From an optimization exercise on the open Yosys and OpenROAD flow, aimed at small area, a short achievable clock period and few clock cycles per item; shortcuts taken in it are not production practice.
The RTL was checked by simulation tests, not by an equivalence proof against the original design.
Power and IR drop assume default switching activity.

==> wip/tundra: inputs <==
==> flow/design.v <==
package bcls_pkg;
   localparam int MAX_LANES      = 16;
   localparam int MAX_CHUNK_BITS = 32;
   localparam int CSR_IDX_W      = 2;
   localparam int CSR_DATA_W     = 16;
   localparam int BUF_W          = MAX_CHUNK_BITS + 7;    
   localparam int ACC_W          = MAX_CHUNK_BITS + 7;    
   localparam logic [CSR_IDX_W-1:0] REG_CHUNK_WIDTH = 2'd0;
   localparam logic [CSR_IDX_W-1:0] REG_LANE_COUNT  = 2'd1;
   localparam logic [CSR_IDX_W-1:0] REG_LANE_ENABLE = 2'd2;
endpackage
import bcls_pkg::*;
module bit_chunk_lane_splitter_unit
(
   input  logic                  clock,
   input  logic                  reset,
   input  logic                  req_valid,
   output logic                  req_ready,
   input  logic                  req_action,
   input  logic [7:0]            req_data_byte,
   output logic                  rsp_valid,
   input  logic                  rsp_ready,
   output logic [3:0]            rsp_lane,
   output logic [7:0]            rsp_out_byte,
   output logic                  rsp_last,
   input  logic                  csr_we,
   input  logic [CSR_IDX_W-1:0]  csr_index,
   input  logic [CSR_DATA_W-1:0] csr_data
);
   logic [5:0]  cw_q;                  
   logic [4:0]  lc_q;                  
   logic [15:0] en_q;
   logic [BUF_W-1:0] buf_q;
   logic [5:0]       pl_q;
   logic [3:0]       idx_q;
   logic [5:0]       sk_q;              
   logic             fol_q;             
   logic             fsh_q;             
   logic [15:0][6:0] pd_q;
   logic [15:0][2:0] pc_q;
   logic [31:0] e_data_q;
   logic [2:0]  e_n_q;                 
   logic [3:0]  e_lane_q;
   logic        e_last_q;              
   logic        e_pend_q;              
   logic [15:0] nz, idx_oh, fcand;
   logic [3:0]  fnext;
   logic [2:0]  rd_pc;
   logic [6:0]  rd_pd, rd_raw;
   always_comb begin
      for (int i = 0; i < 16; i++) nz[i] = |pc_q[i];
      for (int i = 0; i < 16; i++) idx_oh[i] = idx_q == 4'(i);
      fcand = fsh_q ? (nz & ~idx_oh) : (nz & en_q);
      fnext = '0;
      for (int i = 15; i >= 0; i--) if (fcand[i]) fnext = 4'(i);
   end
   assign rd_pc  = pc_q[idx_q];
   assign rd_raw = pd_q[idx_q];
   always_comb begin
      for (int k = 0; k < 7; k++) rd_pd[k] = rd_raw[k] & (3'(k) < rd_pc);
   end
   logic             idx_lt_l, idx_end, few;
   logic [7:0]       in_byte;
   logic [BUF_W-1:0] in_buf, full;
   logic [5:0]       in_pl;
   logic [3:0]       in_n;
   logic [31:0]      chunk;
   logic [ACC_W-1:0] acc;
   logic [5:0]       tgt;
   logic [2:0]       nres;
   logic [6:0]       leftover;
   logic             lane_on, yields;
   logic [3:0]       rem_sh;
   logic [7:0]       rem;
   logic [5:0]       remn;
   assign idx_lt_l = {1'b0, idx_q} < lc_q;
   assign idx_end  = ({1'b0, idx_q} + 5'd1) >= lc_q;
   assign few    = fol_q && (pl_q <= 6'd8);
   assign in_byte = fol_q ? (few ? buf_q[7:0] : 8'd0) : req_data_byte;
   assign in_buf  = few ? '0 : buf_q;
   assign in_pl   = few ? 6'd0 : pl_q;
   assign in_n    = few ? pl_q[3:0] : 4'd8;
   assign full  = in_buf | (BUF_W'(in_byte) << in_pl);
   always_comb begin
      for (int k = 0; k < 32; k++) chunk[k] = full[k] & (6'(k) < cw_q);
   end
   assign acc     = ACC_W'(rd_pd) | (ACC_W'(chunk) << rd_pc);
   assign tgt     = 6'(rd_pc) + cw_q;
   assign nres    = tgt[5:3];
   always_comb begin
      case (nres)
         3'd0:    leftover = acc[6:0];
         3'd1:    leftover = acc[14:8];
         3'd2:    leftover = acc[22:16];
         3'd3:    leftover = acc[30:24];
         default: leftover = acc[38:32];
      endcase
   end
   assign lane_on = en_q[idx_q];
   assign yields  = lane_on && (nres != 3'd0);
   assign rem_sh  = 4'(cw_q - in_pl);
   assign rem     = in_byte >> rem_sh;
   assign remn    = in_pl + 6'(in_n) - cw_q;
   logic acc_chunk, acc_corner;
   logic fol_chunk, fol_skip, fol_exit;
   logic take, e_free, yield_next;
   logic do_acc, do_data, do_flush, chunk_step, chunk_final;
   logic res_now, res_last_now, resolve_last;
   logic load_chunk, load_flush;
   assign acc_chunk  = idx_lt_l && (pl_q < cw_q) && ((pl_q + 6'd8) >= cw_q);
   assign acc_corner = idx_lt_l && (pl_q >= cw_q);
   assign fol_chunk  = fol_q && (sk_q == 6'd0) && idx_lt_l && (pl_q >= cw_q);
   assign fol_skip   = fol_q && (sk_q != 6'd0);
   assign fol_exit   = fol_q && (sk_q == 6'd0) && !(idx_lt_l && (pl_q >= cw_q));
   assign take       = rsp_valid && rsp_ready;
   assign e_free     = (e_n_q == 3'd0) || ((e_n_q == 3'd1) && take);
   assign yield_next = acc_chunk && yields;
   assign req_ready  = fol_q ? 1'b0 :
                       (fsh_q ? !req_valid :
                        !(yield_next && (e_n_q[2:1] != 2'd0 || (e_n_q[0] && !rsp_ready))));
   assign do_acc     = req_valid && req_ready && !fol_q && !fsh_q;
   assign do_data    = do_acc && !req_action;
   assign do_flush   = do_acc && req_action;
   assign chunk_step = (do_data && acc_chunk) || (fol_chunk && (!yields || e_free));
   assign chunk_final = idx_end || (!(fol_q && !few) && (remn < cw_q));
   assign res_now      = fol_exit || (fol_chunk && (yields || chunk_final));
   assign res_last_now = !(fol_chunk && yields);
   assign resolve_last = fol_exit || (fol_chunk && !yields && chunk_final);
   assign load_chunk = chunk_step && yields;
   assign load_flush = fsh_q && e_free;
   assign rsp_valid    = (e_n_q > 3'd1) || ((e_n_q == 3'd1) && (!e_pend_q || res_now));
   assign rsp_last     = (e_n_q == 3'd1) && (e_pend_q ? res_last_now : e_last_q);
   assign rsp_lane     = e_lane_q;
   assign rsp_out_byte = e_data_q[7:0];
   logic [5:0] wr_w;
   logic [4:0] wr_l;
   always_comb begin
      if (csr_data[5:0] == 6'd0)     wr_w = 6'd1;
      else if (csr_data[5:0] > 6'd32) wr_w = 6'd32;
      else                            wr_w = csr_data[5:0];
      if (csr_data[4:0] == 5'd0)     wr_l = 5'd1;
      else if (csr_data[4:0] > 5'd16) wr_l = 5'd16;
      else                            wr_l = csr_data[4:0];
   end
   always_ff @(posedge clock) begin
      if (reset) begin
         cw_q <= 6'd8;
         lc_q <= 5'd1;
         en_q <= 16'd1;
      end else if (csr_we) begin
         case (csr_index)
            REG_CHUNK_WIDTH: cw_q <= wr_w;
            REG_LANE_COUNT:  lc_q <= wr_l;
            REG_LANE_ENABLE: en_q <= csr_data;
            default: ;
         endcase
      end
   end
   always_ff @(posedge clock) begin
      if (reset) begin
         buf_q <= '0;
         pl_q  <= '0;
         idx_q <= '0;
         sk_q  <= '0;
         fol_q <= 1'b0;
         fsh_q <= 1'b0;
      end else begin
         if (do_flush) begin
            buf_q <= '0;
            pl_q  <= '0;
            idx_q <= fnext;
            fsh_q <= fcand != 16'd0;
         end else if (load_flush) begin
            idx_q <= fnext;
            fsh_q <= fcand != 16'd0;
         end else if (do_data && !idx_lt_l) begin
            buf_q <= '0;
            pl_q  <= '0;
            idx_q <= '0;
         end else if (do_data && !acc_chunk) begin
            buf_q <= full;
            pl_q  <= pl_q + 6'd8;
            fol_q <= acc_corner;
         end else if (fol_skip) begin
            buf_q <= buf_q >> 1;
            pl_q  <= pl_q - 6'd1;
            sk_q  <= sk_q - 6'd1;
         end else if (fol_exit) begin
            fol_q <= 1'b0;
            if (!idx_lt_l) begin
               buf_q <= '0;
               pl_q  <= '0;
               idx_q <= '0;
            end
         end else if (chunk_step) begin
            if (idx_end) begin
               buf_q <= '0;
               pl_q  <= '0;
               idx_q <= '0;
               fol_q <= 1'b0;
            end else begin
               idx_q <= idx_q + 4'd1;
               if (fol_q && !few) begin
                  sk_q <= cw_q;
               end else begin
                  buf_q <= BUF_W'(rem);
                  pl_q  <= remn;
                  fol_q <= remn >= cw_q;
               end
            end
         end
      end
   end
   always_ff @(posedge clock) begin
      if (reset) begin
         pc_q <= '0;
      end else begin
         for (int i = 0; i < 16; i++) begin
            if (do_flush && !en_q[i]) pc_q[i] <= 3'd0;
            if (load_flush && idx_oh[i]) pc_q[i] <= 3'd0;
            if (chunk_step && lane_on && (idx_q == 4'(i))) pc_q[i] <= tgt[2:0];
         end
      end
   end
   always_ff @(posedge clock) begin
      for (int i = 0; i < 16; i++) begin
         if (chunk_step && lane_on && (idx_q == 4'(i))) pd_q[i] <= leftover;
      end
   end
   always_ff @(posedge clock) begin
      if (reset) begin
         e_n_q    <= 3'd0;
         e_pend_q <= 1'b0;
      end else if (load_chunk) begin
         e_n_q    <= nres;
         e_pend_q <= !chunk_final;
      end else if (load_flush) begin
         e_n_q    <= 3'd1;
         e_pend_q <= 1'b0;
      end else begin
         if (take) e_n_q <= e_n_q - 3'd1;
         if (e_pend_q && resolve_last) e_pend_q <= 1'b0;
      end
   end
   always_ff @(posedge clock) begin
      if (load_chunk) begin
         e_data_q <= acc[31:0];
         e_lane_q <= idx_q;
         e_last_q <= 1'b1;
      end else if (load_flush) begin
         e_data_q <= {25'd0, rd_pd};
         e_lane_q <= idx_q;
         e_last_q <= fcand == 16'd0;
      end else begin
         if (take) e_data_q <= e_data_q >> 8;
         if (e_pend_q && resolve_last) e_last_q <= 1'b1;
      end
   end
endmodule
==> flow/run.sh <==
#!/bin/bash
# synth_recipe.tcl (not shown) runs the flow's synth.tcl, then flattens the netlist and writes it again
# the make line also repeats each setting of config.mk as NAME=value (left out here)
make -C /OpenROAD-flow-scripts/flow DESIGN_CONFIG=/design/flow/config.mk WORK_HOME=/design/flow/orfs CLKGATE_MAP_FILE= SYNTH_SCRIPT=/design/flow/synth_recipe.tcl finish
==> flow/config.mk <==
export PLATFORM = sky130hd
export DESIGN_NAME = bit_chunk_lane_splitter_unit
export DESIGN_NICKNAME = bit_chunk_lane_splitter_unit
export VERILOG_FILES = /design/flow/design.v
export SDC_FILE = /design/flow/constraint.sdc
export NUM_CORES = 4
export LEC_CHECK = 0
export CAP_MARGIN = 20
export CORE_MARGIN = 2
export CORE_UTILIZATION = 40
export SLEW_MARGIN = 20
==> flow/constraint.sdc <==
create_clock -name core_clock -period 6.5 [get_ports {clock}]
set_input_delay 1.3000 -clock core_clock [delete_from_list [all_inputs] [get_ports {clock}]]
set_output_delay 1.3000 -clock core_clock [all_outputs]
set_load 0.01 [all_outputs]
==> inputs of wip/yarrow, as changes to wip/tundra <==
--- a/flow/design.v
+++ b/flow/design.v
@@ -38,4 +38,3 @@
    logic             fsh_q;             
-   logic [15:0][6:0] pd_q;
-   logic [15:0][2:0] pc_q;
+   logic [15:0][7:0] pm_q;
    logic [31:0] e_data_q;
@@ -48,5 +47,8 @@
    logic [2:0]  rd_pc;
-   logic [6:0]  rd_pd, rd_raw;
-   always_comb begin
-      for (int i = 0; i < 16; i++) nz[i] = |pc_q[i];
+   logic [6:0]  rd_pd;
+   logic [7:0]  rd_m;
+   for (genvar i = 0; i < 16; i++) begin : g_nz
+      assign nz[i] = pm_q[i][7:1] != 7'd0;
+   end
+   always_comb begin
       for (int i = 0; i < 16; i++) idx_oh[i] = idx_q == 4'(i);
@@ -56,6 +58,7 @@
    end
-   assign rd_pc  = pc_q[idx_q];
-   assign rd_raw = pd_q[idx_q];
-   always_comb begin
-      for (int k = 0; k < 7; k++) rd_pd[k] = rd_raw[k] & (3'(k) < rd_pc);
+   assign rd_m = pm_q[idx_q];
+   always_comb begin
+      rd_pc = '0;
+      for (int k = 1; k < 8; k++) if (rd_m[k]) rd_pc = 3'(k);
+      for (int k = 0; k < 7; k++) rd_pd[k] = rd_m[k] && ((rd_m >> (k + 1)) != 8'd0);
    end
@@ -63,5 +66,3 @@
    logic [7:0]       in_byte;
-   logic [BUF_W-1:0] in_buf, full;
-   logic [5:0]       in_pl;
-   logic [3:0]       in_n;
+   logic [BUF_W-1:0] full;
    logic [31:0]      chunk;
@@ -78,7 +79,4 @@
    assign few    = fol_q && (pl_q <= 6'd8);
-   assign in_byte = fol_q ? (few ? buf_q[7:0] : 8'd0) : req_data_byte;
-   assign in_buf  = few ? '0 : buf_q;
-   assign in_pl   = few ? 6'd0 : pl_q;
-   assign in_n    = few ? pl_q[3:0] : 4'd8;
-   assign full  = in_buf | (BUF_W'(in_byte) << in_pl);
+   assign in_byte = fol_q ? 8'd0 : req_data_byte;
+   assign full    = buf_q | (BUF_W'(in_byte) << pl_q);
    always_comb begin
@@ -100,5 +98,5 @@
    assign yields  = lane_on && (nres != 3'd0);
-   assign rem_sh  = 4'(cw_q - in_pl);
-   assign rem     = in_byte >> rem_sh;
-   assign remn    = in_pl + 6'(in_n) - cw_q;
+   assign rem_sh  = fol_q ? cw_q[3:0] : 4'(cw_q - pl_q);
+   assign rem     = (fol_q ? buf_q[7:0] : req_data_byte) >> rem_sh;
+   assign remn    = fol_q ? (pl_q - cw_q) : (pl_q + 6'd8 - cw_q);
    logic acc_chunk, acc_corner;
@@ -123,3 +121,3 @@
    assign do_flush   = do_acc && req_action;
-   assign chunk_step = (do_data && acc_chunk) || (fol_chunk && (!yields || e_free));
+   assign chunk_step = !reset && ((do_data && acc_chunk) || (fol_chunk && (!yields || e_free)));
    assign chunk_final = idx_end || (!(fol_q && !few) && (remn < cw_q));
@@ -213,16 +211,14 @@
    end
-   always_ff @(posedge clock) begin
-      if (reset) begin
-         pc_q <= '0;
-      end else begin
-         for (int i = 0; i < 16; i++) begin
-            if (do_flush && !en_q[i]) pc_q[i] <= 3'd0;
-            if (load_flush && idx_oh[i]) pc_q[i] <= 3'd0;
-            if (chunk_step && lane_on && (idx_q == 4'(i))) pc_q[i] <= tgt[2:0];
-         end
-      end
-   end
-   always_ff @(posedge clock) begin
+   logic [7:0]  pm_wd;
+   logic [15:0] pm_we;
+   assign pm_wd = chunk_step ? ({1'b0, leftover} | (8'd1 << tgt[2:0])) : 8'd1;
+   always_comb begin
       for (int i = 0; i < 16; i++) begin
-         if (chunk_step && lane_on && (idx_q == 4'(i))) pd_q[i] <= leftover;
+         pm_we[i] = reset || (do_flush && !en_q[i]) || (load_flush && idx_oh[i])
+                    || (chunk_step && lane_on && idx_oh[i]);
+      end
+   end
+   always_ff @(posedge clock) begin
+      for (int i = 0; i < 16; i++) begin
+         if (pm_we[i]) pm_q[i] <= pm_wd;
       end
Settings changed: SETUP_SLACK_MARGIN set to 1.5.
==> inputs of wip/harbor, as changes to wip/tundra <==
--- a/flow/design.v
+++ b/flow/design.v
@@ -38,4 +38,3 @@
    logic             fsh_q;             
-   logic [15:0][6:0] pd_q;
-   logic [15:0][2:0] pc_q;
+   logic [15:0][7:0] pm_q;
    logic [31:0] e_data_q;
@@ -48,5 +47,8 @@
    logic [2:0]  rd_pc;
-   logic [6:0]  rd_pd, rd_raw;
-   always_comb begin
-      for (int i = 0; i < 16; i++) nz[i] = |pc_q[i];
+   logic [6:0]  rd_pd;
+   logic [7:0]  rd_m;
+   for (genvar i = 0; i < 16; i++) begin : g_nz
+      assign nz[i] = pm_q[i][7:1] != 7'd0;
+   end
+   always_comb begin
       for (int i = 0; i < 16; i++) idx_oh[i] = idx_q == 4'(i);
@@ -56,6 +58,7 @@
    end
-   assign rd_pc  = pc_q[idx_q];
-   assign rd_raw = pd_q[idx_q];
-   always_comb begin
-      for (int k = 0; k < 7; k++) rd_pd[k] = rd_raw[k] & (3'(k) < rd_pc);
+   assign rd_m = pm_q[idx_q];
+   always_comb begin
+      rd_pc = '0;
+      for (int k = 1; k < 8; k++) if (rd_m[k]) rd_pc = 3'(k);
+      for (int k = 0; k < 7; k++) rd_pd[k] = rd_m[k] && ((rd_m >> (k + 1)) != 8'd0);
    end
@@ -63,5 +66,3 @@
    logic [7:0]       in_byte;
-   logic [BUF_W-1:0] in_buf, full;
-   logic [5:0]       in_pl;
-   logic [3:0]       in_n;
+   logic [BUF_W-1:0] full;
    logic [31:0]      chunk;
@@ -78,7 +79,4 @@
    assign few    = fol_q && (pl_q <= 6'd8);
-   assign in_byte = fol_q ? (few ? buf_q[7:0] : 8'd0) : req_data_byte;
-   assign in_buf  = few ? '0 : buf_q;
-   assign in_pl   = few ? 6'd0 : pl_q;
-   assign in_n    = few ? pl_q[3:0] : 4'd8;
-   assign full  = in_buf | (BUF_W'(in_byte) << in_pl);
+   assign in_byte = fol_q ? 8'd0 : req_data_byte;
+   assign full    = buf_q | (BUF_W'(in_byte) << pl_q);
    always_comb begin
@@ -100,5 +98,5 @@
    assign yields  = lane_on && (nres != 3'd0);
-   assign rem_sh  = 4'(cw_q - in_pl);
-   assign rem     = in_byte >> rem_sh;
-   assign remn    = in_pl + 6'(in_n) - cw_q;
+   assign rem_sh  = fol_q ? cw_q[3:0] : 4'(cw_q - pl_q);
+   assign rem     = (fol_q ? buf_q[7:0] : req_data_byte) >> rem_sh;
+   assign remn    = fol_q ? (pl_q - cw_q) : (pl_q + 6'd8 - cw_q);
    logic acc_chunk, acc_corner;
@@ -123,3 +121,3 @@
    assign do_flush   = do_acc && req_action;
-   assign chunk_step = (do_data && acc_chunk) || (fol_chunk && (!yields || e_free));
+   assign chunk_step = !reset && ((do_data && acc_chunk) || (fol_chunk && (!yields || e_free)));
    assign chunk_final = idx_end || (!(fol_q && !few) && (remn < cw_q));
@@ -213,16 +211,14 @@
    end
-   always_ff @(posedge clock) begin
-      if (reset) begin
-         pc_q <= '0;
-      end else begin
-         for (int i = 0; i < 16; i++) begin
-            if (do_flush && !en_q[i]) pc_q[i] <= 3'd0;
-            if (load_flush && idx_oh[i]) pc_q[i] <= 3'd0;
-            if (chunk_step && lane_on && (idx_q == 4'(i))) pc_q[i] <= tgt[2:0];
-         end
-      end
-   end
-   always_ff @(posedge clock) begin
+   logic [7:0]  pm_wd;
+   logic [15:0] pm_we;
+   assign pm_wd = chunk_step ? ({1'b0, leftover} | (8'd1 << tgt[2:0])) : 8'd1;
+   always_comb begin
       for (int i = 0; i < 16; i++) begin
-         if (chunk_step && lane_on && (idx_q == 4'(i))) pd_q[i] <= leftover;
+         pm_we[i] = reset || (do_flush && !en_q[i]) || (load_flush && idx_oh[i])
+                    || (chunk_step && lane_on && idx_oh[i]);
+      end
+   end
+   always_ff @(posedge clock) begin
+      for (int i = 0; i < 16; i++) begin
+         if (pm_we[i]) pm_q[i] <= pm_wd;
       end
==> impl_metrics.yaml <==
status:
  status: "no timing/DRC/antenna violations"
logic_synthesis:
  syn-cell-area_um2: 16800
clock_network:
  cts_sinks: 253
grt:
  gr-usage-met3: 0.0335
  grt_max_degree: 53
pwr:
  p_sw_mw: 3.98
  comb_power_share: 0.536
route:
  m1WireLength_mm: 24.2
  first_pass_iters: 5
cells_and_area:
  multi_input_area_share: 0.493
worst_setup_path:
  cp_slowest_cell: "clkdlybuf4s50_1"
The numbers above come from wip/harbor.

==> impl_metrics.yaml <==
route:
  m1WireLength_mm: 26.8
  first_pass_iters: 6
status:
  status: "no timing/DRC/antenna violations"
cells_and_area:
  clock_area_frac: 0.0456
  multi_input_area_share: 0.495
grt:
  grt.busiest_layer: "met2"
place:
  portBuffers: 46
  place_inst: 2288
clock_network:
  cts_sinks: 253
logic_synthesis:
  syn-cell-area_um2: 16800
pwr:
  comb_power_share: 0.601
  p_sw_mw: 4.89
The numbers above come from wip/yarrow.

==> impl_metrics.yaml <==
status:
  status: "no timing/DRC/antenna violations"
pwr:
  comb_power_share: 0.415
logic_synthesis:
  syn-cell-area_um2: 18000
grt:
  grt_max_degree: 61
  gr-usage-met3: 0.0365
cells_and_area:
  multi_input_area_share: 0.501
worst_setup_path:
  cp_slowest_cell: "clkdlybuf4s50_1"
clock_network:
  cts_sinks: 285
route:
  m1WireLength_mm: 26.3
The numbers above come from wip/tundra.

Testbench counts of wip/tundra, summed over its fixed seeds: cycles 5,731, items 4,211.
Testbench counts of wip/yarrow, summed over its fixed seeds: cycles 5,731, items 4,211.
Testbench counts of wip/harbor, summed over its fixed seeds: cycles 5,731, items 4,211.

[port drivers added, routing unchanged]
In the flow no input, the clock included, has a driving cell. The finished layouts below were timed again as built, in two steps.
Step 1, drivers: a clkbuf_16 drives clock and a buf_2 each remaining input, both assumed.
Step 2 also shifts input and output timing later by t, the mid clock arrival at the registers, as if the neighbouring blocks saw the same clock.
Three values: no drivers, after step 1, after step 2; two values: the first two.
run | t (ns) | slack for setup (ns) | worst setup path at the end
wip/tundra | 0.651 | 0.311 / 0.259 / 0.910 | register to output
wip/yarrow | 0.635 | 0.639 / 0.588 / 0.691 | input to register
wip/harbor | 0.628 | 0.246 / 0.193 / 0.605 | register to register
After both steps setup and hold are still met in every run listed.
